Source: an optimization exercise on an open RTL-to-GDS flow (aim: small area and a short achievable clock period). Production flows keep margins and buffers that such runs may drop. Only simulation tests tie the RTL to the original design; equivalence was not proved. Power figures rest on the tool's default switching activity, not on a simulated workload.

==> design.v <==
module conv_window_reader #(
  parameter int MAX_OUTST = 4
) (
  input  logic               clk_i,
  input  logic               rst_i,
  input  logic               start_i,
  input  logic [31:0]        base_i,
  input  logic [31:0]        iw_i,
  input  logic [31:0]        ih_i,
  input  logic [31:0]        k_i,
  output logic               mem_req_o,
  output logic [31:0]        mem_addr_o,
  input  logic               mem_gnt_i,
  input  logic               mem_rvalid_i,
  output logic signed [31:0] loop_i_o,
  output logic signed [31:0] loop_j_o,
  output logic signed [31:0] loop_wi_o,
  output logic signed [31:0] loop_wj_o,
  output logic               out_valid_o,
  output logic               busy_o,
  output logic               done_o
);
  localparam int CNT_W = $clog2(MAX_OUTST + 1);
  localparam logic [CNT_W-1:0] CNT_MAX = CNT_W'(MAX_OUTST);
  function automatic logic [19:0] inc20(input logic [19:0] a);
    logic c;
    c = 1'b1;
    for (int n = 0; n < 20; n++) begin
      inc20[n] = a[n] ^ c;
      c = c & a[n];
    end
  endfunction
  function automatic logic [19:0] dec20(input logic [19:0] a);
    logic c;
    c = 1'b1;
    for (int n = 0; n < 20; n++) begin
      dec20[n] = a[n] ^ c;
      c = c & ~a[n];
    end
  endfunction
  function automatic logic [19:0] add20(input logic [19:0] a, input logic [19:0] b,
                                        input logic ci);
    logic c;
    c = ci;
    for (int n = 0; n < 20; n++) begin
      add20[n] = a[n] ^ b[n] ^ c;
      c = (a[n] & b[n]) | (c & (a[n] ^ b[n]));
    end
  endfunction
  logic st_busy, st_b;
  logic run, idle;
  logic [CNT_W-1:0] cnt_q;
  logic start_acc, cfg_zero, push, pop;
  logic [31:0] base_q;
  logic [9:0]  iw_q;
  logic [3:0]  km1_q;           
  logic [3:0]  wp_q, hp_q;      
  logic [9:0]  dx_q, dy_q;      
  logic        fc_q, fr_q;      
  logic [19:0] t_q;             
  logic [19:0] w_q;             
  logic        pad_q;           
  logic [9:0]  ri_q, rj_q;
  logic [4:0]  rwi_q, rwj_q;
  assign idle      = !st_busy && !st_b;
  assign run       = st_busy && st_b;
  assign start_acc = idle && start_i;
  assign cfg_zero  = (iw_i[9:0] == '0) || (ih_i[9:0] == '0) || (k_i[3:0] == '0);
  assign mem_req_o = run && (cnt_q != CNT_MAX);
  assign push      = mem_req_o && mem_gnt_i;
  assign pop       = mem_rvalid_i && (cnt_q != '0);
  assign out_valid_o = pop;
  assign busy_o    = st_busy;
  assign done_o    = !st_busy && st_b;
  function automatic logic [29:0] add30bk(input logic [29:0] a, input logic [29:0] b);
    logic [29:0] g, p, x;
    x = a ^ b;
    g = a & b;
    p = x;
    for (int d = 1; d < 30; d = d * 2) begin
      for (int n = 2 * d - 1; n < 30; n = n + 2 * d) begin
        g[n] = g[n] | (p[n] & g[n-d]);
        p[n] = p[n] & p[n-d];
      end
    end
    for (int d = 8; d >= 1; d = d / 2) begin
      for (int n = 3 * d - 1; n < 30; n = n + 2 * d) begin
        g[n] = g[n] | (p[n] & g[n-d]);
        p[n] = p[n] & p[n-d];
      end
    end
    add30bk = x ^ {g[28:0], 1'b0};
  endfunction
  function automatic logic [31:0] add32bk(input logic [31:0] a, input logic [31:0] b);
    logic [31:0] g, p, x;
    x = a ^ b;
    g = a & b;
    p = x;
    for (int d = 1; d < 32; d = d * 2) begin
      for (int n = 2 * d - 1; n < 32; n = n + 2 * d) begin
        g[n] = g[n] | (p[n] & g[n-d]);
        p[n] = p[n] & p[n-d];
      end
    end
    for (int d = 8; d >= 1; d = d / 2) begin
      for (int n = 3 * d - 1; n < 32; n = n + 2 * d) begin
        g[n] = g[n] | (p[n] & g[n-d]);
        p[n] = p[n] & p[n-d];
      end
    end
    add32bk = x ^ {g[30:0], 1'b0};
  endfunction
  logic [29:0] asum;
  assign asum = add30bk(base_q[31:2], {10'b0, t_q & {20{!pad_q}}});
  assign mem_addr_o = {asum, base_q[1:0]};
  logic lw, lh, li, lj, last_tap;
  assign lw = (wp_q == km1_q);
  assign lh = (hp_q == km1_q);
  assign li = (dx_q == 10'd1);
  assign lj = (dy_q == 10'd1);
  assign last_tap = lw && lh && li && lj;
  logic [19:0] wp_inc, hp_inc, dx_dec, dy_dec, w_inc, c2, t_add, t_sum;
  assign wp_inc = inc20({16'b0, wp_q});
  assign hp_inc = inc20({16'b0, hp_q});
  assign dx_dec = dec20({10'b0, dx_q});
  assign dy_dec = dec20({10'b0, dy_q});
  assign w_inc  = inc20(w_q);
  assign c2     = add20({10'b0, iw_q}, {16'hffff, ~km1_q}, 1'b1);
  assign t_add  = lw ? c2 : 20'd1;
  logic [31:0] t_sum32;
  assign t_sum32 = add32bk({12'b0, t_q}, {12'b0, t_add});
  assign t_sum = t_sum32[19:0];
  logic [3:0]  wp_n, hp_n;
  logic [9:0]  dx_n, dy_n;
  logic        fc_n, fr_n, pad_n, ypad_n, ypad_q;
  logic [19:0] t_n, w_n;
  always_comb begin
    wp_n = wp_inc[3:0];
    hp_n = hp_q;
    dx_n = dx_q;
    dy_n = dy_q;
    fc_n = fc_q;
    fr_n = fr_q;
    w_n  = w_q;
    t_n  = t_sum;
    if (lw) begin
      wp_n = '0;
      hp_n = hp_inc[3:0];
      if (lh) begin
        hp_n = '0;
        w_n  = w_inc;
        t_n  = w_inc;
        fc_n = 1'b0;
        dx_n = dx_dec[9:0];
        if (li) begin
          fc_n = 1'b1;
          dx_n = iw_q;
          fr_n = 1'b0;
          dy_n = dy_dec[9:0];
        end
      end
    end
    ypad_n = ypad_q;
    if (!lw)      pad_n = ypad_q || ({6'b0, wp_q} >= dx_q);
    else if (!lh) begin ypad_n = ({6'b0, hp_q} >= dy_q); pad_n = fc_q || ypad_n; end
    else if (!li) begin ypad_n = fr_q; pad_n = fr_q; end
    else          begin ypad_n = 1'b0; pad_n = 1'b1; end
  end
  always_ff @(posedge clk_i) begin
    if (start_acc) begin
      base_q <= base_i;
      iw_q   <= iw_i[9:0];
      km1_q  <= k_i[3:0] - 4'd1;
      wp_q   <= '0;
      hp_q   <= '0;
      dx_q   <= iw_i[9:0];
      dy_q   <= ih_i[9:0];
      fc_q   <= 1'b1;
      fr_q   <= 1'b1;
      t_q    <= ~{10'b0, iw_i[9:0]};             
      w_q    <= ~{10'b0, iw_i[9:0]};
      pad_q  <= 1'b1;
      ypad_q <= 1'b1;
    end else if (push) begin
      wp_q  <= wp_n;
      hp_q  <= hp_n;
      dx_q  <= dx_n;
      dy_q  <= dy_n;
      fc_q  <= fc_n;
      fr_q  <= fr_n;
      t_q   <= t_n;
      w_q   <= w_n;
      pad_q <= pad_n;
      ypad_q <= ypad_n;
    end
  end
  logic [19:0] rwi_inc, rwj_inc, ri_inc, rj_inc;
  assign rwi_inc = inc20({15'b0, rwi_q});
  assign rwj_inc = inc20({15'b0, rwj_q});
  assign ri_inc  = inc20({10'b0, ri_q});
  assign rj_inc  = inc20({10'b0, rj_q});
  always_ff @(posedge clk_i) begin
    if (start_acc) begin
      ri_q  <= '0;
      rj_q  <= '0;
      rwi_q <= '1;
      rwj_q <= '1;
    end else if (pop) begin
      if (rwi_inc[3:0] != km1_q) begin
        rwi_q <= rwi_inc[4:0];
      end else begin
        rwi_q <= '1;
        if (rwj_inc[3:0] != km1_q) begin
          rwj_q <= rwj_inc[4:0];
        end else begin
          rwj_q <= '1;
          if (ri_inc[9:0] != iw_q) begin
            ri_q <= ri_inc[9:0];
          end else begin
            ri_q <= '0;
            rj_q <= rj_inc[9:0];
          end
        end
      end
    end
  end
  assign loop_i_o  = {22'b0, ri_q};
  assign loop_j_o  = {22'b0, rj_q};
  assign loop_wi_o = {{27{rwi_q[4]}}, rwi_q};
  assign loop_wj_o = {{27{rwj_q[4]}}, rwj_q};
  always_ff @(posedge clk_i) begin
    if (rst_i) begin
      cnt_q <= '0;
    end else begin
      case ({push, pop})
        2'b10:   cnt_q <= cnt_q + CNT_W'(1);
        2'b01:   cnt_q <= cnt_q - CNT_W'(1);
        default: cnt_q <= cnt_q;
      endcase
    end
  end
  always_ff @(posedge clk_i) begin
    if (rst_i) begin
      st_busy <= 1'b0;
      st_b    <= 1'b0;
    end else begin
      case ({st_busy, st_b})
        2'b00: if (start_i) begin st_busy <= !cfg_zero; st_b <= 1'b1; end
        2'b11: if (push && last_tap) st_b <= 1'b0;
        2'b10: if (pop && cnt_q == CNT_W'(1)) begin st_busy <= 1'b0; st_b <= 1'b1; end
        default: begin st_busy <= 1'b0; st_b <= 1'b0; end
      endcase
    end
  end
endmodule
==> flow/run.sh <==
#!/bin/bash
set -euo pipefail
bash standard.sh \
  "BUFFER_PORTS_ARGS=-buffer_cell sky130_fd_sc_hd__buf_1" \
  "SETUP_SLACK_MARGIN=${SETUP_MARGIN_NS:-9.8}" \
  finish > standard_flow.log 2>&1
==> standard.sh <==
#!/bin/bash
# synth_recipe.tcl (not shown) runs the flow's synth.tcl, then flattens the netlist and writes it again
# the make line also repeats each setting of config.mk as NAME=value (left out here)
make -C /OpenROAD-flow-scripts/flow DESIGN_CONFIG=/design/flow/config.mk WORK_HOME=/design/flow/orfs CLKGATE_MAP_FILE= SYNTH_SCRIPT=/design/flow/synth_recipe.tcl "${@:-finish}"
==> config.mk <==
export PLATFORM = sky130hd
export DESIGN_NAME = conv_window_reader
export DESIGN_NICKNAME = conv_window_reader
export VERILOG_FILES = /design/flow/design.v
export SDC_FILE = /design/flow/constraint.sdc
export NUM_CORES = 4
export LEC_CHECK = 0
export CAP_MARGIN = 20
export CORE_MARGIN = 2
export CORE_UTILIZATION = 80
export CTS_BUF_LIST = sky130_fd_sc_hd__clkbuf_8
export CTS_CLUSTER_DIAMETER = 150
export CTS_CLUSTER_SIZE = 40
export SLEW_MARGIN = 20
==> constraint.sdc <==
create_clock -name core_clock -period 17.0 [get_ports {clk_i}]
set_input_delay 3.4000 -clock core_clock [delete_from_list [all_inputs] [get_ports {clk_i}]]
set_output_delay 3.4000 -clock core_clock [all_outputs]
set_load 0.01 [all_outputs]
==> summary.txt, run 1 <==
* Die H at 117 um
* Total Routing Usage GR at 30.0%
* Max VDD drop at 0.0946 mV
* Syn Inst Count at 979
* Final Critical Period at 7140 ps
* Critical path's top delay family: buffers and inverters
* # nets final at 1378
* Sequential Power Share at 48.8%
* Buffers on Ports at 180
* PD cells at 88.6 nW/um^2
* Vias per cell at 5.65
* Post-route clock period utilization at 42.0%
* Clock power frac at 27.9%
* Final wirelength at 20.2 mm
* # DRC at 0
* Cell taking the most area after synthesis: edfxtp_1
* Startpoint types: input pin
* Max Cap Viol at 0
* Overall power at 954 uW
* HP Class: flip-flop to flip-flop
* Die width at 117 um
* Worst-path cell chain: buf_6 -> o21ai_4 -> inv_4 -> buf_6
* Final ANT Viol Nets at 0
* Outcome: timing/DRC/antenna clean
* P_sw at 297 uW
* Synth-to-layout area growth at 6.30%
* Worst setup path class: input pin to output pin
* Async SR Flop Fraction at 0%
* Internal power at 657 uW
* Worst-Margin Slew at 1000 ps
* Total inserted antenna cells at 0
* Clk Latency, worst-skew pair at 460 ps
* Global route overflow at 0
* Worst Setup Slack post-DPL at 9510 ps
* Comb power frac at 23.3%
* CP max stage cell: buf_6
* Core box area at 12500 um^2
* Layout cells sized above 1 at 5.13%
* Worst setup margin at 9860 ps
* Final Slew Violations at 0
* RSZ-0062 raised after global routing: false
* Worst Path Max Fanout at 3
* Global-route wire length before repair at 31.3 mm
* Most frequent cells in the layout: buf_1, ha_1, edfxtp_1
* Worst EP arrival at 3740 ps
* TritonRoute pass-1 iters at 8
* Leakage at 4.75 nW
* I/O Pins at 297
* Setup Viol. Count Final at 0
* Crit path required time at 13600 ps
* Vias in the first global route at 6633
* Main synth FF type: edfxtp_1
* Mean Syn Cell Area at 10.3 um^2
* CP Capture Type: output pin
* Gpl congestion at 0.831
* Initial antenna violation count at 0
* Buf/Inv on CP at 3
* Avg WL per Cell at 15.7 um
* Synth cell types at 55
* Most common cell after layout, fill and taps aside: buf_1
* Rel. slew slack at 32.9%
* Total CTS buffers at 17
* Clock tree buffer depth at 2
* Synth top area share at 31.4%
* Switch share at 31.1%
* HPWL after detailed placement at 14.4 mm
* Initial core utilization at 81.2%
* Crit path top cell by count: buf_6
* Final hold vios at 0
* Final setup TNS at 0 ps
* Sequential area share after synthesis at 40.7%
* Root buffer cell: clkbuf_8
* EDFF count, synth at 106
* Via count at 7253
* Largest net degree at the start of global routing at 75
* Die ar. at 13600 um^2
* Clock slew at reported path FFs at 80 ps
* Number of clock sinks at 153
* TritonCTS clock tree: yes
* Clk_skew at 11.7 ps
* Initial DRC count at 561
* Register bit count reported by yosys at 153
* Synth top area cells: edfxtp_1, ha_1, dfxtp_1
* CTS HTree Levels at 4
* Number of placement rows at 41
* Mapped Area at 10100 um^2
* Critical Path Max Stage Delay at 120 ps
* Max Fclk at 140 MHz
* Ys Warns at 1
final timing paths:
kind | slack [ps] | start | to | cells after the start
worst max-delay path | 9860 | mem_rvalid_i | out_valid_o | 4
worst min register to register | 480 | fr_q$_SDFFE_PP1P_ | fr_q$_SDFFE_PP1P_ | 2
worst min-delay path | 480 | fr_q$_SDFFE_PP1P_ | fr_q$_SDFFE_PP1P_ | 2
worst max register to register | 10790 | km1_q[0]$_DFFE_PP_ | t_q[19]$_SDFFCE_PP1P_ | 26
worst min-delay path: cells and delay by family, from the launching register on:
family | cells | cell delay [ps]
AND/OR/NAND/NOR | 2 | 100
flip-flops | 1 | 330
layer usage:
layer / wire length, um / share of wire, % / vias to the layer above / track usage (%)
met5: 0 / 0 / - / 0
met4: 378 / 1.9 / 0 / 11.9
met3: 1280 / 6.4 / 36 / 5.40
met2: 10100 / 50 / 290 / 50.0
met1: 8390 / 42 / 3428 / 39.3
li1: - / - / 3499 / -
synthesized netlist by cell type, types with 2 or more instances:
cell / number
a32o_1: 2
a21oi_1: 45
a311oi_1: 3
nor2_1: 71
o21ai_0: 47
a22o_1: 7
ha_1: 124
a211oi_1: 9
buf_4: 101
o211ai_1: 6
buf_6: 3
or4_1: 2
xor2_1: 35
a21o_1: 10
nand3b_1: 2
nor2b_1: 17
nand2b_1: 16
or3_1: 4
edfxtp_1: 106
and3_1: 3
clkbuf_1: 24
buf_2: 3
o21a_1: 2
nand4_1: 10
inv_1: 66
xnor2_1: 29
a31o_2: 4
nor3_1: 11
nand2_1: 79
nor4_1: 5
a21boi_0: 3
and2_1: 4
nand3_1: 20
o32ai_1: 2
and4_1: 2
fa_1: 23
o21bai_1: 2
or2_2: 2
mux2i_1: 11
a31oi_1: 3
dfxtp_1: 47
state kept, by name (all words and copies together), names as in the netlist:
signal / cells
base_q: 32
t_q: 20
w_q: 20
dx_q: 10
dy_q: 10
iw_q: 10
ri_q: 10
rj_q: 10
rwi_q: 5
rwj_q: 5
hp_q: 4
km1_q: 4
wp_q: 4
cnt_q: 3
fc_q: 1
fr_q: 1
pad_q: 1
st_b: 1
st_busy: 1
ypad_q: 1
per-stage QoR:
stage / instances / util [%] / hold WS [ps] / instance area (um^2)
after floorplan: 1022 / - / 436 / 10300
after global placement: 1247 / 82.8 / 453 / 10300
after detailed placement: 1247 / 82.8 / 456 / 10300
after CTS: 1281 / 86.2 / 468 / 10700
after global routing: 1283 / 86.3 / 503 / 10800
final: 1283 / 86.3 / 475 / 10800
cells by family after synthesis:
family	count (synthesis)	share of synthesized area (%)
compound gates	152	9.42
simple gates	253	12.0
mux	11	1.09
other cells	1	0.0370
fa+ha+maj	147	19.9
xor+xnor	64	5.54
flops	153	40.7
buf+inv	198	11.3
repair_timing:
item | CTS | global route
gates resized for setup | 7 | 2
pin swaps | 0 | 2
setup endpoints to repair | 15 | 5
buffers inserted | 2 | 2
hold buffers | 0 | 0
area by class of cell:
type,instances,area [um^2]
multi-input combinational,671,5040
timing repair buffer,188,751
inverter,67,255
clock buffer,18,248
fill,752,1700
sequential,153,4130
clock inverter,14,129
tap,172,215
power by group through the flow:
stage                     Combinational (mW)  Clock [mW]  Sequential (mW)
after floorplan                        0.186           0            0.470
after global placement                 0.203           0            0.472
after detailed placement               0.211           0            0.474
after CTS                              0.220       0.269            0.465
after global routing                   0.252       0.283            0.470
final                                  0.222       0.266            0.465
==> run 2, diff against run 1 <==
--- a/config.mk
+++ b/config.mk
@@ -9,6 +9,4 @@
 export CORE_MARGIN = 2
-export CORE_UTILIZATION = 80
+export CORE_UTILIZATION = 90
 export CTS_BUF_LIST = sky130_fd_sc_hd__clkbuf_8
-export CTS_CLUSTER_DIAMETER = 150
-export CTS_CLUSTER_SIZE = 40
 export SLEW_MARGIN = 20
==> run 2 against run 1 <==
Effect of this change: the flow now stops in global placement without I/O (3_1_place_gp_skip_io); synthesized cell count did not move; synthesized area did not move.
==> summary.txt, run 2 <==
* Ys Warns at 1 (unchanged)
* Err: [ERROR GPL-0301] Utilization 100.379 % exceeds 100%.
* Mean Syn Cell Area at 10.3 um^2 (unchanged)
* Number of placement rows at 38 (-7.3%)
* Mapped Area at 10100 um^2 (unchanged)
* Main synth FF type: edfxtp_1
* Synth cell types at 55 (unchanged)
* Cell taking the most area after synthesis: edfxtp_1
* Die width at 110 um (-5.5%)
* Synth top area share at 31.4% (unchanged)
* Syn Inst Count at 979 (unchanged)
* Top post-synthesis cells by count: ha_1, edfxtp_1, buf_4
* Failing step: global placement without I/O (3_1_place_gp_skip_io)
* Async SR Flop Fraction at 0% (unchanged)
* Synth top area cells: edfxtp_1, ha_1, dfxtp_1
* Die H at 110 um (-5.5%)
* Outcome: aborted with a tool error
* Sequential area share after synthesis at 40.7% (unchanged)
* Register bit count reported by yosys at 153 (unchanged)
* EDFF count, synth at 106 (unchanged)
* Initial core utilization at 93.0% (+12 points)
* Most common cell in the netlist: ha_1
## run 2: cell counts after synthesis
No cell type changed its count.
## run 2: cell families after synthesis
| group | synth area share, % |
|---|---|
| adders and majority gates | 19.9 |
| DFF | 40.7 |
| AOI/OAI and AO/OA | 9.42 |
| muxes | 1.09 |
| buffers and inverters | 11.3 |
| other | 0.0370 |
| xor gates and xnor gates | 5.54 |
| and+or+nand+nor | 12.0 |
==> run 3, diff against run 2 <==
--- a/config.mk
+++ b/config.mk
@@ -9,3 +9,3 @@
 export CORE_MARGIN = 2
-export CORE_UTILIZATION = 90
+export CORE_UTILIZATION = 65
 export CTS_BUF_LIST = sky130_fd_sc_hd__clkbuf_8
==> run 3 against run 2 <==
Effect of this change: now clean on timing, DRC and antenna; synthesized cell count stayed put; synthesized area unchanged.
==> summary.txt, run 3 <==
* Outcome: timing/DRC/antenna clean
* HPWL after detailed placement at 14.4 mm
* Total CTS buffers at 17
* Worst Path Max Fanout at 2
* Main synth FF type: edfxtp_1
* Largest register FFs at 32
* Async SR Flop Fraction at 0% (unchanged)
* Worst setup path class: input pin to output pin
* RSZ-0062 raised after global routing: false
* Post-route clock period utilization at 42.2%
* Synth-to-layout area growth at 7.75%
* Register bit count reported by yosys at 153 (unchanged)
* TritonRoute pass-1 iters at 4
* Total inserted antenna cells at 0
* TritonCTS clock tree: yes
* Clk_skew at 12.1 ps
* Internal power at 702 uW
* Die width at 129 um (+17%)
* Initial DRC count at 441
* Comb power frac at 21.9%
* Switch share at 30.4%
* Ys Warns at 1 (unchanged)
* Global-route wire length before repair at 30.8 mm
* Vias in the first global route at 6342
* Vias per cell at 5.38
* Most common cell in the netlist: ha_1
* Worst-path cell chain: buf_6 -> o21ai_4 -> clkinv_2 -> buf_6
* Final Critical Period at 7170 ps
* Most common cell after layout, fill and taps aside: buf_1
* Final setup TNS at 0 ps
* Final hold vios at 0
* Final Instance Area at 10900 um^2
* Worst EP arrival at 3770 ps
* Biggest register: base_q
* Most frequent cells in the layout: buf_1, ha_1, edfxtp_1
* Total Routing Usage GR at 23.8%
* Sequential area share after synthesis at 40.7% (unchanged)
* Layout cells sized above 1 at 5.85%
* Synth top area share at 31.4% (unchanged)
* Mean Syn Cell Area at 10.3 um^2 (unchanged)
* Die ar. at 16600 um^2
* CP max stage cell: buf_6
* Max Cap Viol at 0
* Startpoint types: input pin
* Initial core utilization at 66.6% (-26 points)
* Global route overflow at 0
* CTS hold repair buffers at 0
* Buffers on Ports at 180
* Core box area at 15200 um^2
* Overall power at 1.01 mW
* Setup Viol. Count Final at 0
* Number of placement rows at 45 (+18%)
* Util after Layout at 71.8%
* Worst-Margin Slew at 889 ps
* Syn Inst Count at 979 (unchanged)
* CP Capture Type: output pin
* Final ANT Viol Nets at 0
* Crit path required time at 13600 ps
* HP Class: flip-flop to flip-flop
* Synth cell types at 55 (unchanged)
* P_sw at 306 uW
* Leakage at 4.80 nW
* Clock tree buffer depth at 2
* EDFF count, synth at 106 (unchanged)
* Critical path's top delay family: buffers and inverters
* # DRC at 0
* Clock power frac at 32.0%
* Max Fclk at 139 MHz
* Top post-synthesis cells by count: ha_1, edfxtp_1, buf_4
* Root buffer cell: clkbuf_8
* Initial antenna violation count at 0
* # nets final at 1379
* Max VDD drop at 0.0754 mV
* Rel. slew slack at 40.7%
* Die H at 129 um (+17%)
* Cell taking the most area after synthesis: edfxtp_1
* Clk Latency, worst-skew pair at 470 ps
* Buf/Inv on CP at 3
* Gpl congestion at 0.867
* Via count at 6998
* I/O Pins at 297
* Avg WL per Cell at 15.1 um
* Synth top area cells: edfxtp_1, ha_1, dfxtp_1
* Final wirelength at 19.6 mm
* Mapped Area at 10100 um^2 (unchanged)
* Number of clock sinks at 153
* Clock slew at reported path FFs at 80 ps
* Largest net degree at the start of global routing at 73
* Largest regs: base_q: 32 flops, t_q: 20 flops, w_q: 20 flops
* Crit path top cell by count: buf_6
* Final hold slack at 474 ps
* CTS HTree Levels at 4
* Sequential Power Share at 46.1%
* Critical Path Max Stage Delay at 120 ps
* Placed cell area at 10300 um^2
* Final Slew Violations at 0
* Fill cells at 1170
* PD cells at 92.4 nW/um^2
[run 3: cell counts after synthesis]
No cell type changed its count.
[run 3: cell families (layout without fill, tap and decap cells)]
kind of cell	after synthesis	count (layout)	synth area share [%]
simple gates	253	253	12.0
buf+inv	198	288	11.3
flops	153	153	40.7
compound gates	152	152	9.42
fa+ha+maj	147	147	19.9
xor+xnor	64	64	5.54
mux	11	11	1.09
other cells	1	44	0.0370
[run 3: timing repair]
item	CTS	global route
buffers inserted	2	2
endpoints found under the setup margin	15	11
endpoints found under the hold margin	0	0
resized for setup	4	11
pin swaps	0	4
[run 3: worst reg2reg max path, stage by stage, from the launching register on]
cell      delay [ps]
edfxtp_1         540
ha_1             210
inv_1             50
fa_1             370
fa_1             400
fa_1             380
inv_1             60
ha_1             130
ha_1             140
ha_1             140
ha_1             150
ha_1             140
ha_1             180
nand2_1          200
inv_1            430
ha_1             380
a21o_1           180
o21bai_1         160
a21oi_1          160
nor2b_1           80
nor3_1           310
o31ai_1          150
fa_1             390
xor2_1           180
xnor2_1          130
nand2_1           70
o211ai_1          90
[run 3: routing by layer]
| metal | vias to the layer above | GRT usage (%) | part of all wire [%] |
|---|---|---|---|
| met1 | 3247 | 33.3 | 46 |
| met2 | 227 | 38.3 | 47 |
| met5 | - | 0 | 0 |
| li1 | 3500 | - | - |
| met4 | 0 | 6.84 | 1.4 |
| met3 | 24 | 4.53 | 5.3 |
[run 3: final cells by class]
class	count	area [um^2]	area share, %
Sequential cell	153	4130	37.8
Timing Repair Buffer	189	779	7.15
Multi-Input combinational cell	671	5060	46.4
Clock buffer	17	234	2.14
Tap cell	188	235	2.16
Clock inverter	15	221	2.03
Inverter	67	254	2.33
[run 3: path summary, 6_finish.rpt]
check	start	end	slack, ps	cells past startpoint
worst max register to register	km1_q[0]$_DFFE_PP_	t_q[19]$_SDFFCE_PP1P_	10940	26
worst min-delay path	fr_q$_SDFFE_PP1P_	fr_q$_SDFFE_PP1P_	470	2
worst max-delay path	mem_rvalid_i	out_valid_o	9830	4
worst min register to register	fr_q$_SDFFE_PP1P_	fr_q$_SDFFE_PP1P_	470	2
[run 3: stage by stage]
stage | cells | setup WS, ps
after detailed placement | 1263 | 9490
after floorplan | 1022 | 9880
after global routing | 1300 | 9810
final | 1300 | 9830
after CTS | 1297 | 9770
after global placement | 1263 | 9500
[run 3: power groups by stage]
stage               sequential (mW)  clock [mW]  combinational, mW
floorplan                     0.470           0              0.186
global placement              0.472           0              0.205
detailed placement            0.474           0              0.212
CTS                           0.465       0.326              0.218
global route                  0.470       0.341              0.253
finish                        0.465       0.322              0.221
==> run 4, diff against run 3 <==
--- a/flow/run.sh
+++ b/flow/run.sh
@@ -5,2 +5,4 @@
   "SETUP_SLACK_MARGIN=${SETUP_MARGIN_NS:-9.8}" \
+  "SKIP_REPAIR_TIE_FANOUT=1" \
+  "CTS_ARGS=-sink_clustering_enable -repair_clock_nets -root_buf sky130_fd_sc_hd__clkbuf_8 -buf_list {sky130_fd_sc_hd__clkbuf_4 sky130_fd_sc_hd__clkbuf_8}" \
   finish > standard_flow.log 2>&1
--- a/config.mk
+++ b/config.mk
@@ -9,3 +9,3 @@
 export CORE_MARGIN = 2
-export CORE_UTILIZATION = 65
+export CORE_UTILIZATION = 80
 export CTS_BUF_LIST = sky130_fd_sc_hd__clkbuf_8
==> run 4 against run 3 <==
Effect of this change: still clean; register-to-register slack better by 130 ps; sequential power about the same; total power about the same; largest power group unchanged; fmax down 0.58%; global-route usage up 7.1 points; critical path depth unchanged; utilization up 14 points; final cell count down 4.7%; clock power down 2%; die area down 18%.
==> summary.txt, run 4 <==
* Outcome: timing/DRC/antenna clean
* Core box area at 12500 um^2 (-18%)
* Biggest register: base_q
* TritonRoute pass-1 iters at 6 (+2)
* Max Cap Viol at 0 (unchanged)
* Total inserted antenna cells at 0 (unchanged)
* Rel. slew slack at 26.3% (-14 points)
* Die ar. at 13600 um^2 (-18%)
* Worst EP arrival at 3810 ps (+40 ps)
* Met3 routed WL at 1.53 mm (+47%)
* Synth-to-layout area growth at 5.18%
* Mapped Area at 10100 um^2 (unchanged)
* CTS HTree Levels at 4 (unchanged)
* Max VDD drop at 0.135 mV (+78%)
* Met2 routed WL at 10.5 mm (+14%)
* CTS hold repair buffers at 0 (unchanged)
* Avg WL per Cell at 16.8 um (+11%)
* Via count at 7223 (+3.2%)
* Final hold vios at 0 (unchanged)
* Vias in the first global route at 6877 (+8.4%)
* Worst Path Max Fanout at 2 (unchanged)
* Post-synthesis compound-gate area fraction at 9.42% (unchanged)
* Total Routing Usage GR at 30.9% (+7.1 points)
* Total CTS buffers at 17 (unchanged)
* Worst-Margin Slew at 1110 ps (+216 ps)
* Die H at 117 um (-9.6%)
* Synth cell types at 55 (unchanged)
* Clk_skew at 9.07 ps (-3.01 ps)
* Cell taking the most area after synthesis: edfxtp_1
* Max layer used: met4
* Top post-synthesis cells by count: ha_1, edfxtp_1, buf_4
* Global-route wire length before repair at 32.1 mm (+4.2%)
* Buffers on Ports at 180 (unchanged)
* Initial core utilization at 81.2% (+15 points)
* Mux share of post-synthesis cell area at 1.09% (unchanged)
* Layout cells sized above 1 at 5.34% (-0.50 points)
* Mean Syn Cell Area at 10.3 um^2 (unchanged)
* Initial DRC count at 548 (+24%)
* Synth Area in XOR/XNOR at 5.54% (unchanged)
* PD cells at 94.6 nW/um^2 (+2.4%)
* Final Slew Violations at 0 (unchanged)
* TritonCTS clock tree: yes
* Sequential area share after synthesis at 40.7% (unchanged)
* RSZ-0062 raised after global routing: true
* Syn Inst Count at 979 (unchanged)
* Final wirelength at 20.8 mm (+5.9%)
* Async SR Flop Fraction at 0% (unchanged)
* Gpl congestion at 0.823 (-5.1%)
* Number of clock sinks at 153 (unchanged)
* # DRC at 0 (unchanged)
* Most common cell in the netlist: ha_1
* Combinational family with the most area after synthesis: adder cells
* CP startpoint: mem_rvalid_i
* Final setup TNS at 0 ps (unchanged)
* Dpl cells at 1204 (-4.7%)
* I/O Pins at 297 (unchanged)
* Register bit count reported by yosys at 153 (unchanged)
* Startpoint types: input pin
* Main synth FF type: edfxtp_1
* Vias per cell at 5.83 (+8.3%)
* Global route overflow at 0 (unchanged)
* Synth top area share at 31.4% (unchanged)
* Synth top area cells: edfxtp_1, ha_1, dfxtp_1
* Largest register FFs at 32 (unchanged)
* Crit path required time at 13600 ps (about the same)
* Most common cell after layout, fill and taps aside: buf_1
* Largest regs: base_q: 32 flops, t_q: 20 flops, w_q: 20 flops
* RR Startpoint: km1_q[0]$_DFFE_PP_
* Clk Latency, worst-skew pair at 480 ps (about the same)
* Clock tree buffer depth at 2 (unchanged)
* Layout Cells excl Fill at 1239 (-4.7%)
* # nets final at 1334 (-3.3%)
* Final ANT Viol Nets at 0 (unchanged)
* Ys Warns at 1 (unchanged)
* EDFF count, synth at 106 (unchanged)
* Post-route clock period utilization at 42.4% (+0.25 points)
* Most frequent cells in the layout: buf_1, ha_1, edfxtp_1
* Clock slew at reported path FFs at 90 ps (about the same)
* Fill cells at 719 (-39%)
* CP Capture Type: output pin
* Max Fclk at 139 MHz (-0.58%)
* Worst setup path class: input pin to output pin
* Adder-Cell Fraction of Synth Area at 19.9% (unchanged)
* Metal-1 WL at 8.21 mm (-9.7%)
* Final Critical Period at 7210 ps (+41.8 ps)
* Hold_sp: fr_q$_SDFFE_PP1P_
* Largest net degree at the start of global routing at 73 (unchanged)
* Leakage at 4.63 nW (-3.5%)
* HP Class: flip-flop to flip-flop
* Synth Area in Simple Gates at 12.0% (unchanged)
* Die width at 117 um (-9.6%)
* Number of placement rows at 41 (-8.9%)
* HPWL after detailed placement at 14.8 mm (+3.2%)
* Setup Viol. Count Final at 0 (unchanged)
* Initial antenna violation count at 0 (unchanged)
* Root buffer cell: clkbuf_8
## run 4: cell types whose count changed in the layout (fill, tap and decap cells not counted), moves of 2 or more
cell and delta:
inv_6 +2, clkinv_4 +2, clkinvlp_4 -2, buf_6 -2
buf_1 +3, conb_1 -43
## run 4: critical path, stage by stage
cell and delay [ps]:
buf_1 130, o21ai_4 80, clkinv_2 60, buf_1 140
## run 4: area by class of cell
| class | count | area [um^2] | area share, % |
|---|---|---|---|
| clock buffers | 17 | 234 | 2.20 |
| clock inverters | 15 | 214 | 2.01 |
| repair buffers | 187 | 728 | 6.84 |
| inverters | 67 | 254 | 2.39 |
| flip-flops and latches | 153 | 4130 | 38.8 |
| well taps | 172 | 215 | 2.02 |
| multi-input cells | 628 | 4880 | 45.8 |
## run 4: path summary, 6_finish.rpt
check,endpoint,slack (ps),depth (start not counted)
min,fr_q$_SDFFE_PP1P_,480,2
min reg2reg,fr_q$_SDFFE_PP1P_,480,2
max,out_valid_o,9790,4
max reg2reg,t_q[19]$_SDFFCE_PP1P_,11070,26
## run 4: cells by family (layout without fill, tap and decap cells)
group                      Yosys count  after routing
muxes                               11             11
other                                1              1
xor gates and xnor gates            64             64
DFF                                153            153
adders and majority gates          147            147
buffers and inverters              198            286
AOI/OAI and AO/OA                  152            152
and+or+nand+nor                    253            253
## run 4: report_power, final
part | leakage, nW | internal (mW) | switching, mW
sequential | 1.37 | 0.439 | 0.0275
clock | 0.224 | 0.163 | 0.151
combinational | 3.03 | 0.0860 | 0.141
## run 4: repair_timing
action                                 in CTS  in global routing
gates resized for setup                     1                  3
pin swaps                                   0                  1
buffers inserted                            1                  2
cloned                                      0                  0
setup endpoints to repair                  14                 12
endpoints found under the hold margin       0                  0
## run 4: layer usage
metal  global-route usage (%)  up-vias
li1                         -     3459
met1                     38.6     3391
met2                     52.8      319
met3                     6.95       54
met4                     11.7        0
met5                        0        -
## run 4: stage by stage
stage / power [mW] / instance area [um^2] / setup slack, ps / hold WS (ps) / util, %
after floorplan: 0.656 / 10100 / 9880 / 436 / -
after global placement: 0.678 / 10200 / 9490 / 455 / 81.5
after detailed placement: 0.687 / 10200 / 9480 / 461 / 81.5
after CTS: 1.00 / 10600 / 9630 / 474 / 85.2
after global routing: 1.06 / 10600 / 9780 / 512 / 85.4
final: 1.01 / 10600 / 9790 / 480 / 85.4
==> run 5, diff against run 4 <==
==> flow/run.sh (replaced) <==
#!/bin/bash
set -euo pipefail
bash standard.sh \
  "BUFFER_PORTS_ARGS=-buffer_cell sky130_fd_sc_hd__buf_1" \
  "SETUP_SLACK_MARGIN=${SETUP_MARGIN_NS:-9.8}" \
  "SKIP_REPAIR_TIE_FANOUT=1" \
  "CTS_ARGS=-sink_clustering_enable -repair_clock_nets -buf_list sky130_fd_sc_hd__clkbuf_8 -sink_clustering_size 30 -sink_clustering_max_diameter 120 -sink_clustering_levels 1" \
  finish > standard_flow.log 2>&1
==> run 5 against run 4 <==
Effect of this change: utilization stayed put; highest routed layer unchanged; routed wire length did not move; critical path type unchanged; fmax stayed put; total power unchanged; still clean.
==> summary.txt, run 5 <==
* Outcome: timing/DRC/antenna clean
* Initial DRC count at 548 (unchanged)
* # nets final at 1334 (unchanged)
* CTS HTree Levels at 4 (unchanged)
* Biggest register: base_q
* Fill cells at 719 (unchanged)
* TritonRoute pass-1 iters at 6 (unchanged)
* Synth top area share at 31.4% (unchanged)
* Depth of the most critical reg-to-reg path at 26 (unchanged)
* Worst Setup Slack post-DPL at 9480 ps (unchanged)
* Sequential Power Share at 46.3% (about the same)
* I/O Pins at 297 (unchanged)
* TritonCTS clock tree: yes
* Sequential area share after synthesis at 40.7% (unchanged)
* P_sw at 319 uW (unchanged)
* Cell taking the most area after synthesis: edfxtp_1
* Gpl congestion at 0.823 (unchanged)
* Rel. slew slack at 26.3% (unchanged)
* Synth cell types at 55 (unchanged)
* Die ar. at 13600 um^2 (unchanged)
* Top post-synthesis cells by count: ha_1, edfxtp_1, buf_4
* Number of placement rows at 41 (unchanged)
* Largest regs: base_q: 32 flops, t_q: 20 flops, w_q: 20 flops
* Final hold vios at 0 (unchanged)
* Global-route wire length before repair at 32.1 mm (unchanged)
* # DRC at 0 (unchanged)
* Post-route clock period utilization at 42.4% (unchanged)
* Clk_skew at 9.07 ps (unchanged)
* Crit path required time at 13600 ps (about the same)
* Die width at 117 um (unchanged)
* Buf/Inv on CP at 3 (unchanged)
* Worst setup path class: input pin to output pin
* Synth-to-layout area growth at 5.18% (unchanged)
* Final hold slack at 480 ps (unchanged)
* Die H at 117 um (unchanged)
* CP Capture Type: output pin
* Largest register FFs at 32 (unchanged)
* Worst Path Max Fanout at 2 (unchanged)
* Via count at 7223 (unchanged)
* Comb power frac at 22.6% (about the same)
* CTS hold repair buffers at 0 (unchanged)
* Mapped Area at 10100 um^2 (unchanged)
* Ys Warns at 1 (unchanged)
* Vias in the first global route at 6877 (unchanged)
* Startpoint types: input pin
* Buffers on Ports at 180 (unchanged)
* Global route overflow at 0 (unchanged)
* Clock tree buffer depth at 2 (unchanged)
* Switch share at 31.7% (unchanged)
* Worst-path cell chain: buf_1 -> o21ai_4 -> clkinv_2 -> buf_1
* PD cells at 94.6 nW/um^2 (unchanged)
* Clock slew at reported path FFs at 90 ps (about the same)
* Layout cells sized above 1 at 5.34% (unchanged)
* Critical Path Max Stage Delay at 140 ps (about the same)
* RSZ-0062 raised after global routing: true
* HPWL after detailed placement at 14.8 mm (unchanged)
* Total Routing Usage GR at 30.9% (unchanged)
* Core box area at 12500 um^2 (unchanged)
* Placed cell area at 10200 um^2 (unchanged)
* Synth top area cells: edfxtp_1, ha_1, dfxtp_1
* Crit path depth at 4 (unchanged)
* Critical path's top delay family: buffers and inverters
* Largest net degree at the start of global routing at 73 (unchanged)
* Total inserted antenna cells at 0 (unchanged)
* Most common cell after layout, fill and taps aside: buf_1
* Register bit count reported by yosys at 153 (unchanged)
* Max Fclk at 139 MHz (unchanged)
* Syn Inst Count at 979 (unchanged)
* Root buffer cell: clkbuf_8
* Initial antenna violation count at 0 (unchanged)
* Number of clock sinks at 153 (unchanged)
* Final Slew Violations at 0 (unchanged)
* Final Instance Area at 10600 um^2 (unchanged)
* Worst-Margin Slew at 1110 ps (unchanged)
* Async SR Flop Fraction at 0% (unchanged)
* Final wirelength at 20.8 mm (unchanged)
* HP Class: flip-flop to flip-flop
* Max Cap Viol at 0 (unchanged)
* Mean Syn Cell Area at 10.3 um^2 (unchanged)
* Max VDD drop at 0.135 mV (unchanged)
* Clk Latency, worst-skew pair at 480 ps (about the same)
* CP max stage cell: buf_1
* Main synth FF type: edfxtp_1
* Avg WL per Cell at 16.8 um (unchanged)
* Initial core utilization at 81.2% (unchanged)
* Setup Viol. Count Final at 0 (unchanged)
* Leakage at 4.63 nW (unchanged)
* Vias per cell at 5.83 (unchanged)
* Final Critical Period at 7210 ps (unchanged)
* Most common cell in the netlist: ha_1
* Internal power at 688 uW (unchanged)
* Hold depth at 2 (unchanged)
* Crit path top cell by count: buf_1
* Worst EP arrival at 3810 ps (about the same)
* Worst setup margin at 9790 ps (unchanged)
* Final ANT Viol Nets at 0 (unchanged)
* Total CTS buffers at 17 (unchanged)
* Most frequent cells in the layout: buf_1, ha_1, edfxtp_1
* Final setup TNS at 0 ps (unchanged)
* Clock power frac at 31.2% (about the same)
* EDFF count, synth at 106 (unchanged)
run 5: cell counts after synthesis:
No cell type changed its count.
run 5: power by group through the flow:
stage	logic (mW)	clock network (mW)	registers, mW
after global routing	0.257	0.328	0.471
after global placement	0.205	0	0.472
after CTS	0.224	0.314	0.466
after detailed placement	0.213	0	0.474
final	0.227	0.314	0.466
after floorplan	0.186	0	0.470
run 5: cell type report:
class	count	area (um^2)	share of cell area, %
Sequential cell	153	4130	38.8
Tap cell	172	215	2.02
Clock buffer	17	234	2.20
Inverter	67	254	2.39
Timing Repair Buffer	187	728	6.84
Multi-Input combinational cell	628	4880	45.8
Clock inverter	15	214	2.01
run 5: stage by stage:
step	instances	total power, mW	util (%)
after global routing	1239	1.06	85.4
after CTS	1237	1.00	85.2
after floorplan	979	0.656	-
after detailed placement	1204	0.687	81.5
after global placement	1204	0.678	81.5
final	1239	1.01	85.4
run 5: worst reg2reg max path, cell delays in order (launching register included):
cell	delay (ps)
edfxtp_1	530
ha_1	210
inv_1	50
fa_1	380
fa_1	430
fa_1	380
inv_1	70
ha_1	140
ha_1	140
ha_1	140
ha_1	140
ha_1	150
ha_1	150
nand2_1	170
inv_1	420
ha_1	380
a21o_1	190
o21bai_1	150
a21oi_1	140
nor2b_1	80
nor3_1	240
o31ai_1	140
fa_1	390
xor2_1	180
xnor2_1	130
nand2_1	70
o211ai_1	80
run 5: worst paths after layout:
check	start	to	slack [ps]
min	fr_q$_SDFFE_PP1P_	fr_q$_SDFFE_PP1P_	480
max	mem_rvalid_i	out_valid_o	9790
max reg2reg	km1_q[0]$_DFFE_PP_	t_q[19]$_SDFFCE_PP1P_	11070
min reg2reg	fr_q$_SDFFE_PP1P_	fr_q$_SDFFE_PP1P_	480
run 5: per-layer routing:
| layer | wire length [um] | global-route usage [%] | vias to the layer above |
|---|---|---|---|
| li1 | - | - | 3459 |
| met4 | 531 | 11.7 | 0 |
| met3 | 1530 | 6.95 | 54 |
| met5 | 0 | 0 | - |
| met1 | 8210 | 38.6 | 3391 |
| met2 | 10500 | 52.8 | 319 |
run 5: what timing repair did:
action | CTS | global route
endpoints found under the setup margin | 14 | 12
endpoints found under the hold margin | 0 | 0
pin swaps | 0 | 1
buffers inserted | 1 | 2
gates resized for setup | 1 | 3
run 5: cell families (layout without fill, tap and decap cells):
logic type                 count (synthesis)  count (layout)  synth area share, %
AOI/OAI and AO/OA                        152             152                 9.42
buffers and inverters                    198             286                 11.3
and+or+nand+nor                          253             253                 12.0
muxes                                     11              11                 1.09
other                                      1               1               0.0370
adders and majority gates                147             147                 19.9
xor gates and xnor gates                  64              64                 5.54
DFF                                      153             153                 40.7
==> run 6, diff against run 5 <==
--- a/flow/run.sh
+++ b/flow/run.sh
@@ -4,3 +4,3 @@
   "BUFFER_PORTS_ARGS=-buffer_cell sky130_fd_sc_hd__buf_1" \
-  "SETUP_SLACK_MARGIN=${SETUP_MARGIN_NS:-9.8}" \
+  "SETUP_SLACK_MARGIN=${SETUP_MARGIN_NS:-10.0}" \
   "SKIP_REPAIR_TIE_FANOUT=1" \
==> run 6 against run 5 <==
Effect of this change: synthesized area stayed put; clock skew is 1.5 ps higher; routed wire length is 1.5% lower; clock power is 8.3% lower; utilization is 0.55 points higher; critical path type unchanged; critical endpoint unchanged.
==> summary.txt, run 6 <==
* Number of placement rows at 41 (unchanged)
* Global-route wire length before repair at 31.7 mm (-1.3%)
* R2R Path End: t_q[19]$_SDFFCE_PP1P_
* Avg WL per Cell at 16.5 um (-2.0%)
* Clk Latency, worst-skew pair at 460 ps (-20 ps)
* Main synth FF type: edfxtp_1
* Dpl cells at 1204 (unchanged)
* Final Slew Violations at 0 (unchanged)
* Die width at 117 um (unchanged)
* Adder-Cell Fraction of Synth Area at 19.9% (unchanged)
* CP max stage cell: buf_6
* Most frequent cells in the layout: buf_1, ha_1, edfxtp_1
* Mux share of post-synthesis cell area at 1.09% (unchanged)
* Worst EP arrival at 3780 ps (-30 ps)
* Vias in the first global route at 6769 (-1.6%)
* Top post-synthesis cells by count: ha_1, edfxtp_1, buf_4
* CTS hold repair buffers at 0 (unchanged)
* Register bit count reported by yosys at 153 (unchanged)
* Outcome: timing/DRC/antenna clean
* Die H at 117 um (unchanged)
* Setup Viol. Count Final at 0 (unchanged)
* Synth Area in XOR/XNOR at 5.54% (unchanged)
* Synth cell types at 55 (unchanged)
* Worst setup path class: input pin to output pin
* Crit path top cell by count: buf_6
* Flop-to-flop setup slack at 11000 ps (-70 ps)
* Most common cell in the netlist: ha_1
* Final setup TNS at 0 ps (unchanged)
* Clock slew at reported path FFs at 90 ps (about the same)
* Final hold vios at 0 (unchanged)
* Final wirelength at 20.5 mm (-1.5%)
* Crit path required time at 13600 ps (about the same)
* CP Capture Type: output pin
* RR Startpoint: km1_q[0]$_DFFE_PP_
* Initial DRC count at 536 (-2.2%)
* Max Fclk at 139 MHz (+0.38%)
* Global route overflow at 0 (unchanged)
* HP Class: flip-flop to flip-flop
* Cell taking the most area after synthesis: edfxtp_1
* Final ANT Viol Nets at 0 (unchanged)
* Initial core utilization at 81.2% (unchanged)
* Total CTS buffers at 17 (unchanged)
* Layout cells sized above 1 at 6.99% (+1.6 points)
* Number of clock sinks at 153 (unchanged)
* Final Critical Period at 7180 ps (-27.6 ps)
* Syn Inst Count at 979 (unchanged)
* Layout Cells excl Fill at 1245 (+0.48%)
* Largest regs: base_q: 32 flops, t_q: 20 flops, w_q: 20 flops
* Biggest register: base_q
* Async SR Flop Fraction at 0% (unchanged)
* Mapped Area at 10100 um^2 (unchanged)
* Hold EP: fr_q$_SDFFE_PP1P_
* Core box area at 12500 um^2 (unchanged)
* Placed cell area at 10200 um^2 (+0.11%)
* Total Routing Usage GR at 30.2% (-0.73 points)
* Synth top area cells: edfxtp_1, ha_1, dfxtp_1
* Final Instance Area at 10700 um^2 (+0.65%)
* Root buffer cell: clkbuf_8
* Post-route clock period utilization at 42.3% (-0.16 points)
* I/O Pins at 297 (unchanged)
* Final hold slack at 479 ps (-0.596 ps)
* Combinational family with the most area after synthesis: adder cells
* Total inserted antenna cells at 0 (unchanged)
* Rel. slew slack at 30.7% (+4.4 points)
* Most common cell after layout, fill and taps aside: buf_1
* Max Cap Viol at 0 (unchanged)
* Leakage at 4.67 nW (+0.81%)
* TritonRoute pass-1 iters at 6 (unchanged)
* Via count at 7191 (-0.44%)
* HPWL after detailed placement at 14.3 mm (-3.4%)
* Sequential area share after synthesis at 40.7% (unchanged)
* PD cells at 91.3 nW/um^2 (-3.5%)
* Startpoint types: input pin
* Max VDD drop at 0.105 mV (-22%)
* Synth-to-layout area growth at 5.86%
* Worst-Margin Slew at 1040 ps (-65.4 ps)
* Largest register FFs at 32 (unchanged)
* RSZ-0062 raised after global routing: true
* Worst Path Max Fanout at 2 (unchanged)
* Die ar. at 13600 um^2 (unchanged)
* Worst-path cell chain: buf_6 -> o21ai_4 -> clkinv_4 -> buf_6
* Clock tree buffer depth at 2 (unchanged)
* Hold depth at 2 (unchanged)
* Initial antenna violation count at 0 (unchanged)
* Synth Area in Simple Gates at 12.0% (unchanged)
* Largest net degree at the start of global routing at 90 (+23%)
* EDFF count, synth at 106 (unchanged)
* Vias per cell at 5.78 (-0.92%)
* Post-synthesis compound-gate area fraction at 9.42% (unchanged)
* Buffers on Ports at 180 (unchanged)
* Gpl congestion at 0.818 (-0.63%)
* Clk_skew at 10.5 ps (+1.46 ps)
* TritonCTS clock tree: yes
* Mean Syn Cell Area at 10.3 um^2 (unchanged)
* # nets final at 1340 (+0.45%)
* Hold_sp: fr_q$_SDFFE_PP1P_
* CTS HTree Levels at 4 (unchanged)
* Synth top area share at 31.4% (unchanged)
* Ys Warns at 1 (unchanged)
* Critical Path Max Stage Delay at 120 ps (-20 ps)
* Depth of the most critical reg-to-reg path at 26 (unchanged)
* # DRC at 0 (unchanged)
==> run 6: cell counts after synthesis <==
Identical to the previous run, type by type.
==> run 6: area by class of cell <==
cell class / instances / area (um^2)
flip-flops and latches: 153 / 4130
well taps: 172 / 215
inverters: 67 / 258
clock inverters: 15 / 173
fillers: 678 / 1750
multi-input cells: 628 / 4920
repair buffers: 193 / 792
clock buffers: 17 / 234
==> run 6: report_power, final <==
group          switching [mW]  total (mW)  internal, mW
Sequential             0.0278       0.467         0.439
Combinational           0.137       0.225        0.0874
Clock                   0.142       0.288         0.145
==> run 6: layer usage <==
layer	GRT usage, %	up-vias	wire length [um]	share of wire, %
met5	0	-	0	0
met4	8.97	0	511	2.5
met3	6.33	44	1510	7.4
met2	51.9	297	10000	49
met1	38.8	3385	8450	41
li1	-	3465	-	-
==> run 6: worst max-delay path by stage <==
stage / from / endpoint / slack (ps) / cells after the start
finish: mem_rvalid_i / out_valid_o / 9820 / 4
floorplan: mem_rvalid_i / out_valid_o / 9970 / 2
global placement: mem_rvalid_i / out_valid_o / 9640 / 4
detailed placement: mem_rvalid_i / out_valid_o / 9630 / 4
global route: t_q[0]$_DFFE_PP_ / mem_addr_o[31] / 9620 / 13
CTS: mem_rvalid_i / out_valid_o / 9830 / 4
==> run 6: cells by family after synthesis <==
group	count (synthesis)
AO/OA/AOI/OAI	152
AND/OR/NAND/NOR	253
flip-flops	153
multiplexers	11
other	1
XOR/XNOR	64
buffers and inverters	198
adder cells (fa/ha/maj)	147
==> run 6: stage by stage <==
step	power (mW)	util [%]	setup slack (ps)
2_1_floorplan	0.658	-	9970
3_3_place_gp	0.679	81.6	9640
3_5_place_dp	0.689	81.6	9630
4_1_cts	0.977	85.4	9830
5_1_grt	1.03	86.0	9620
6_report	0.979	86.0	9820
==> run 6: timing repair <==
action / 4_1_cts / 5_1_grt
pin swaps: 3 / 4
buffers inserted: 6 / 3
endpoints found under the setup margin: 21 / 10
gates resized for setup: 7 / 13
==> run 6: worst max-delay path: cells and delay by family <==
kind / cells / cell delay [ps]
compound gates: 1 / 80
buf+inv: 3 / 310
==> run 7, diff against run 6 <==
--- a/flow/run.sh
+++ b/flow/run.sh
@@ -4,3 +4,3 @@
   "BUFFER_PORTS_ARGS=-buffer_cell sky130_fd_sc_hd__buf_1" \
-  "SETUP_SLACK_MARGIN=${SETUP_MARGIN_NS:-10.0}" \
+  "SETUP_SLACK_MARGIN=${SETUP_MARGIN_NS:-9.9}" \
   "SKIP_REPAIR_TIE_FANOUT=1" \
==> run 7 against run 6 <==
Effect of this change: routed wire length rose by 3.6%; utilization barely moved; clock power rose by 13%; global-route usage rose by 0.93 points; largest cell class unchanged; highest routed layer unchanged.
==> summary.txt, run 7 <==
* Root buffer cell: clkbuf_8
* Global-route wire length before repair at 32.5 mm (+2.5%)
* Layout Cells excl Fill at 1241 (-0.32%)
* Die ar. at 13600 um^2 (unchanged)
* Initial DRC count at 517 (-3.5%)
* Crit path required time at 13600 ps (about the same)
* Rel. slew slack at 30.6% (about the same)
* Largest regs: base_q: 32 flops, t_q: 20 flops, w_q: 20 flops
* CTS hold repair buffers at 0 (unchanged)
* Leakage at 4.67 nW (about the same)
* Synth top area cells: edfxtp_1, ha_1, dfxtp_1
* CP max stage cell: buf_6
* # nets final at 1336 (-0.30%)
* RSZ-0062 raised after global routing: true
* Final setup TNS at 0 ps (unchanged)
* HP Class: flip-flop to flip-flop
* Cell taking the most area after synthesis: edfxtp_1
* HPWL after detailed placement at 15.0 mm (+4.5%)
* Worst Path Max Fanout at 2 (unchanged)
* Final Slew Violations at 0 (unchanged)
* Final Instance Area at 10700 um^2 (about the same)
* Fill cells at 695 (+2.5%)
* Final Critical Period at 7150 ps (-30.5 ps)
* Vias in the first global route at 6814 (+0.66%)
* Number of clock sinks at 153 (unchanged)
* Outcome: timing/DRC/antenna clean
* Clock tree buffer depth at 2 (unchanged)
* Clock slew at reported path FFs at 80 ps (about the same)
* PD cells at 95.1 nW/um^2 (+4.2%)
* Setup Viol. Count Final at 0 (unchanged)
* Initial antenna violation count at 0 (unchanged)
* Sequential area share after synthesis at 40.7% (unchanged)
* Synth cell types at 55 (unchanged)
* Worst-path cell chain: buf_6 -> o21ai_4 -> clkinv_4 -> buf_6
* Final ANT Viol Nets at 0 (unchanged)
* Startpoint types: input pin
* Ys Warns at 1 (unchanged)
* Most common cell in the netlist: ha_1
* Number of placement rows at 41 (unchanged)
* Final hold vios at 0 (unchanged)
* Worst-Margin Slew at 1040 ps (+0.432 ps)
* Register bit count reported by yosys at 153 (unchanged)
* Gpl congestion at 0.839 (+2.5%)
* Clk_skew at 11.8 ps (+1.30 ps)
* Most frequent cells in the layout: buf_1, ha_1, edfxtp_1
* Dpl cells at 1204 (unchanged)
* CP Capture Type: output pin
* Worst Setup Slack post-DPL at 9560 ps (-73.0 ps)
* Depth of the most critical reg-to-reg path at 26 (unchanged)
* Total inserted antenna cells at 0 (unchanged)
* CTS HTree Levels at 4 (unchanged)
* Avg WL per Cell at 17.1 um (+3.9%)
* Largest register FFs at 32 (unchanged)
* Async SR Flop Fraction at 0% (unchanged)
* Main synth FF type: edfxtp_1
* Vias per cell at 5.85 (+1.2%)
* Hold depth at 2 (unchanged)
* Top post-synthesis cells by count: ha_1, edfxtp_1, buf_4
* Biggest register: base_q
* Max Cap Viol at 0 (unchanged)
* Mean Syn Cell Area at 10.3 um^2 (unchanged)
* Most common cell after layout, fill and taps aside: buf_1
* Post-route clock period utilization at 42.1% (-0.18 points)
* Critical Path Max Stage Delay at 120 ps (about the same)
* I/O Pins at 297 (unchanged)
* TritonRoute pass-1 iters at 5 (-1)
* Max Fclk at 140 MHz (+0.43%)
* Crit path top cell by count: buf_6
* Mapped Area at 10100 um^2 (unchanged)
* Crit path depth at 4 (unchanged)
* Via count at 7254 (+0.88%)
* Layout cells sized above 1 at 5.89% (-1.1 points)
* Global route overflow at 0 (unchanged)
* Initial core utilization at 81.2% (unchanged)
* Die H at 117 um (unchanged)
* Worst setup margin at 9850 ps (+30.5 ps)
* Largest net degree at the start of global routing at 73 (-19%)
* EDFF count, synth at 106 (unchanged)
* TritonCTS clock tree: yes
* Die width at 117 um (unchanged)
* Critical path's top delay family: buffers and inverters
* Max VDD drop at 0.114 mV (+8.3%)
* Total Routing Usage GR at 31.1% (+0.93 points)
* Core box area at 12500 um^2 (unchanged)
* Worst EP arrival at 3750 ps (-30 ps)
* Synth-to-layout area growth at 5.91% (about the same)
* # DRC at 0 (unchanged)
* Total CTS buffers at 17 (unchanged)
* Syn Inst Count at 979 (unchanged)
* Buffers on Ports at 180 (unchanged)
* Final wirelength at 21.2 mm (+3.6%)
* Clk Latency, worst-skew pair at 470 ps (about the same)
* Worst setup path class: input pin to output pin
* Buf/Inv on CP at 3 (unchanged)
* Util after Layout at 86.0% (about the same)
* Synth top area share at 31.4% (unchanged)
* Placed cell area at 10200 um^2 (about the same)
==> run 7: cell counts after synthesis <==
Identical to the previous run, type by type.
==> run 7: layout make-up <==
type	instances	area (um^2)	area share [%]
multi-input cells	628	4900	45.7
repair buffers	189	759	7.08
well taps	172	215	2.01
inverters	67	258	2.40
clock inverters	15	231	2.16
clock buffers	17	234	2.18
flip-flops and latches	153	4130	38.5
==> run 7: what timing repair did <==
item                                    CTS  global route
pin swaps                                 1             3
buffers inserted                          2             3
endpoints found under the setup margin   17             8
cloned                                    0             0
gates resized for setup                   8             7
==> run 7: worst paths after layout <==
| path | startpoint | to | slack (ps) |
|---|---|---|---|
| max | mem_rvalid_i | out_valid_o | 9850 |
| min | ypad_q$_SDFFE_PP1P_ | ypad_q$_SDFFE_PP1P_ | 480 |
| max reg2reg | km1_q[0]$_DFFE_PP_ | t_q[19]$_SDFFCE_PP1P_ | 10860 |
| min reg2reg | ypad_q$_SDFFE_PP1P_ | ypad_q$_SDFFE_PP1P_ | 480 |
==> run 7: worst register-to-register path, stage by stage, from the launching register on <==
cell	delay (ps)
edfxtp_1	530
ha_1	220
inv_1	50
fa_1	380
fa_1	410
fa_1	390
inv_1	80
ha_1	140
ha_1	140
ha_1	130
ha_1	140
ha_1	150
ha_1	170
nand2_1	200
inv_1	430
ha_1	390
a21o_1	200
o21bai_1	160
a21oi_1	150
nor2b_1	80
nor3_1	300
o31ai_1	160
fa_1	390
xor2_1	180
xnor2_1	140
nand2_1	80
o211ai_1	80
==> run 7: cells by family (layout without fill, tap and decap cells) <==
kind of cell	count (synthesis)	in the layout	share of synthesized area [%]
AO/OA/AOI/OAI	152	152	9.42
XOR/XNOR	64	64	5.54
adder cells (fa/ha/maj)	147	147	19.9
buffers and inverters	198	288	11.3
flip-flops	153	153	40.7
multiplexers	11	11	1.09
other	1	1	0.0370
AND/OR/NAND/NOR	253	253	12.0
==> run 7: per-layer routing <==
metal / GRT usage (%) / share of wire (%) / vias up
met4: 8.97 / 1.8 / 0
li1: - / - / 3452
met2: 54.3 / 51 / 324
met3: 7.27 / 7.6 / 38
met1: 38.9 / 40 / 3440
met5: 0 / 0 / -
==> run 7: metrics by stage <==
stage | hold slack [ps] | power [mW]
2_1_floorplan | 436 | 0.657
3_3_place_gp | 451 | 0.679
3_5_place_dp | 463 | 0.691
4_1_cts | 480 | 1.02
5_1_grt | 493 | 1.07
6_report | 477 | 1.02
==> run 7: power by group <==
group          total (mW)  switching [mW]  internal [mW]
clock               0.326           0.139          0.188
sequential          0.466          0.0272          0.439
combinational       0.228           0.140         0.0874
==> run 8, diff against run 7 <==
==> flow/run.sh (replaced) <==
#!/bin/bash
set -euo pipefail
bash standard.sh \
  "BUFFER_PORTS_ARGS=-buffer_cell sky130_fd_sc_hd__buf_1" \
  "SETUP_SLACK_MARGIN=${SETUP_MARGIN_NS:-9.9}" \
  "SKIP_REPAIR_TIE_FANOUT=1" \
  "CTS_ARGS=-repair_clock_nets -buf_list sky130_fd_sc_hd__clkbuf_8" \
  finish > standard_flow.log 2>&1
==> run 8 against run 7 <==
Effect of this change: still clean on timing, DRC and antenna; register-to-register slack is essentially flat; sequential power is essentially flat; final cell count is the same; fmax is the same; global-route usage is the same; largest power group unchanged.
==> summary.txt, run 8 <==
* Sequential Power Share at 45.7% (about the same)
* Util after Layout at 86.0% (unchanged)
* Post-route clock period utilization at 42.1% (unchanged)
* CP max stage cell: buf_6
* Worst Path Max Fanout at 2 (unchanged)
* Most common cell after layout, fill and taps aside: buf_1
* Total inserted antenna cells at 0 (unchanged)
* Synth-to-layout area growth at 5.91% (unchanged)
* Final hold vios at 0 (unchanged)
* Final wirelength at 21.2 mm (unchanged)
* Number of clock sinks at 153 (unchanged)
* Top post-synthesis cells by count: ha_1, edfxtp_1, buf_4
* CTS HTree Levels at 4 (unchanged)
* Root buffer cell: clkbuf_8
* Largest net degree at the start of global routing at 73 (unchanged)
* Die H at 117 um (unchanged)
* Syn Inst Count at 979 (unchanged)
* Depth of the most critical reg-to-reg path at 26 (unchanged)
* Via count at 7254 (unchanged)
* # DRC at 0 (unchanged)
* Internal power at 714 uW (unchanged)
* Layout cells sized above 1 at 5.89% (unchanged)
* Gpl congestion at 0.839 (unchanged)
* Dpl cells at 1204 (unchanged)
* Die width at 117 um (unchanged)
* Global-route wire length before repair at 32.5 mm (unchanged)
* Critical Path Max Stage Delay at 120 ps (about the same)
* Setup Viol. Count Final at 0 (unchanged)
* Final setup TNS at 0 ps (unchanged)
* Overall power at 1.02 mW (unchanged)
* Rel. slew slack at 30.6% (unchanged)
* Final Slew Violations at 0 (unchanged)
* Vias in the first global route at 6814 (unchanged)
* TritonCTS clock tree: yes
* R2R Path End: t_q[19]$_SDFFCE_PP1P_
* TritonRoute pass-1 iters at 5 (unchanged)
* Largest regs: base_q: 32 flops, t_q: 20 flops, w_q: 20 flops
* Hold EP: ypad_q$_SDFFE_PP1P_
* Startpoint types: input pin
* Worst-Margin Slew at 1040 ps (unchanged)
* Async SR Flop Fraction at 0% (unchanged)
* Initial antenna violation count at 0 (unchanged)
* Core box area at 12500 um^2 (unchanged)
* Total Routing Usage GR at 31.1% (unchanged)
* Number of placement rows at 41 (unchanged)
* Max Fclk at 140 MHz (unchanged)
* RR Startpoint: km1_q[0]$_DFFE_PP_
* I/O Pins at 297 (unchanged)
* PD cells at 95.1 nW/um^2 (unchanged)
* P_sw at 306 uW (unchanged)
* Worst setup path class: input pin to output pin
* Mapped Area at 10100 um^2 (unchanged)
* Max Cap Viol at 0 (unchanged)
* Cell taking the most area after synthesis: edfxtp_1
* CP startpoint: mem_rvalid_i
* # nets final at 1336 (unchanged)
* Buffers on Ports at 180 (unchanged)
* Max VDD drop at 0.114 mV (unchanged)
* CTS hold repair buffers at 0 (unchanged)
* Clock slew at reported path FFs at 80 ps (about the same)
* Mean Syn Cell Area at 10.3 um^2 (unchanged)
* Initial core utilization at 81.2% (unchanged)
* Ys Warns at 1 (unchanged)
* Sequential area share after synthesis at 40.7% (unchanged)
* Hold depth at 2 (unchanged)
* Die ar. at 13600 um^2 (unchanged)
* Final hold slack at 477 ps (unchanged)
* Crit path top cell by count: buf_6
* Synth cell types at 55 (unchanged)
* Initial DRC count at 517 (unchanged)
* CP Capture Type: output pin
* Most common cell in the netlist: ha_1
* Crit path required time at 13600 ps (about the same)
* HPWL after detailed placement at 15.0 mm (unchanged)
* Hold_sp: ypad_q$_SDFFE_PP1P_
* Main synth FF type: edfxtp_1
* Layout Cells excl Fill at 1241 (unchanged)
* Outcome: timing/DRC/antenna clean
* Switch share at 30.0% (unchanged)
* Clk Latency, worst-skew pair at 470 ps (about the same)
* Total CTS buffers at 17 (unchanged)
* Most frequent cells in the layout: buf_1, ha_1, edfxtp_1
* Clk_skew at 11.8 ps (unchanged)
* Worst-path cell chain: buf_6 -> o21ai_4 -> clkinv_4 -> buf_6
* Final ANT Viol Nets at 0 (unchanged)
* Worst EP arrival at 3750 ps (about the same)
* Synth top area cells: edfxtp_1, ha_1, dfxtp_1
* Largest register FFs at 32 (unchanged)
* EDFF count, synth at 106 (unchanged)
* Vias per cell at 5.85 (unchanged)
* RSZ-0062 raised after global routing: true
* Final Critical Period at 7150 ps (unchanged)
* Avg WL per Cell at 17.1 um (unchanged)
* Flop-to-flop setup slack at 10860 ps (about the same)
* Synth top area share at 31.4% (unchanged)
* Global route overflow at 0 (unchanged)
* Clock tree buffer depth at 2 (unchanged)
* HP Class: flip-flop to flip-flop
* Leakage at 4.67 nW (unchanged)
* Biggest register: base_q
* Register bit count reported by yosys at 153 (unchanged)
* Comb power frac at 22.3% (about the same)
* Clock power frac at 32.0% (about the same)
run 8: cell counts after synthesis:
Identical to the previous run, type by type.
run 8: worst max-delay path by stage:
stage | end | cells past startpoint
after floorplan | out_valid_o | 2
after global placement | out_valid_o | 4
after detailed placement | out_valid_o | 4
after CTS | out_valid_o | 4
after global routing | mem_addr_o[31] | 13
final | out_valid_o | 4
run 8: cell type report:
| type | instances | area (um^2) |
|---|---|---|
| sequential | 153 | 4130 |
| clock inverter | 15 | 231 |
| inverter | 67 | 258 |
| tap | 172 | 215 |
| multi-input combinational | 628 | 4900 |
| timing repair buffer | 189 | 759 |
| clock buffer | 17 | 234 |
| fill | 695 | 1740 |
run 8: cells by family (layout without fill, tap and decap cells):
group / count (synthesis) / after routing / synth area share (%)
and+or+nand+nor: 253 / 253 / 12.0
buffers and inverters: 198 / 288 / 11.3
adders and majority gates: 147 / 147 / 19.9
AOI/OAI and AO/OA: 152 / 152 / 9.42
muxes: 11 / 11 / 1.09
xor gates and xnor gates: 64 / 64 / 5.54
other: 1 / 1 / 0.0370
DFF: 153 / 153 / 40.7
run 8: power groups by stage:
stage               clock network [mW]  registers [mW]  logic [mW]
floorplan                            0           0.470       0.187
CTS                              0.327           0.465       0.227
global route                     0.342           0.470       0.257
global placement                     0           0.472       0.207
finish                           0.326           0.466       0.228
detailed placement                   0           0.473       0.218
run 8: per-layer routing:
metal / vias to the layer above / GRT usage (%) / wire length [um]
met1: 3440 / 38.9 / 8400
met5: - / 0 / 0
met4: 0 / 8.97 / 377
li1: 3452 / - / -
met2: 324 / 54.3 / 10800
met3: 38 / 7.27 / 1620
run 8: worst max-delay path: cells and delay by family:
kind / cells / cell delay (ps)
buffers and inverters: 3 / 290
AO/OA/AOI/OAI: 1 / 70
run 8: repair_timing:
action / CTS / global route
endpoints found under the setup margin: 17 / 8
pin swaps: 1 / 3
setup buffers: 2 / 3
gates resized for setup: 8 / 7
run 8: stage by stage:
step	setup slack, ps	area, um^2
global route	9700	10700
finish	9850	10700
detailed placement	9560	10200
global placement	9570	10200
CTS	9840	10700
floorplan	9940	10100

==> re-timing with driven ports <==
The flow's constraints put no driver on any port. The routed layouts listed below were extracted and timed again, unchanged, in two steps. Step 1, drivers: a clkbuf_16 drives clk_i and a buf_2 each remaining input, both assumed. Step 2 times the ports against the registers' clock, not the clock port: input delays grow and output delays shrink by t, the midpoint of the rising clock arrivals with the driver on. a / b / c = ideal / step 1 / step 2; a / b = the first two.
| run | t, ns | setup slack, ns | hold WS [ns] | clock arrival spread, ns | cell pins on the clock port's net |
|---|---|---|---|---|---|
| run 1 | 0.494 | 9.859 / 9.825 / 9.825 | 0.475 / 0.475 / 0.475 | 0.013 / 0.012 | 1 |
| run 3 | 0.500 | 9.831 / 9.800 / 9.800 | 0.474 / 0.474 / 0.474 | 0.012 / 0.012 | 1 |
| run 4 | 0.505 | 9.789 / 9.767 / 9.767 | 0.480 / 0.480 / 0.480 | 0.012 / 0.012 | 1 |
| run 5 | 0.505 | 9.789 / 9.767 / 9.767 | 0.480 / 0.480 / 0.480 | 0.012 / 0.012 | 1 |
| run 6 | 0.488 | 9.817 / 9.784 / 9.784 | 0.479 / 0.479 / 0.479 | 0.012 / 0.013 | 1 |
| run 7 | 0.498 | 9.847 / 9.816 / 9.816 | 0.477 / 0.477 / 0.477 | 0.012 / 0.012 | 1 |
| run 8 | 0.498 | 9.847 / 9.816 / 9.816 | 0.477 / 0.477 / 0.477 | 0.012 / 0.012 | 1 |
After both steps every run listed still meets setup and hold. The setup slack of run 1, which loses most, moves by -0.034 ns with the drivers and by -0.034 ns with both steps.
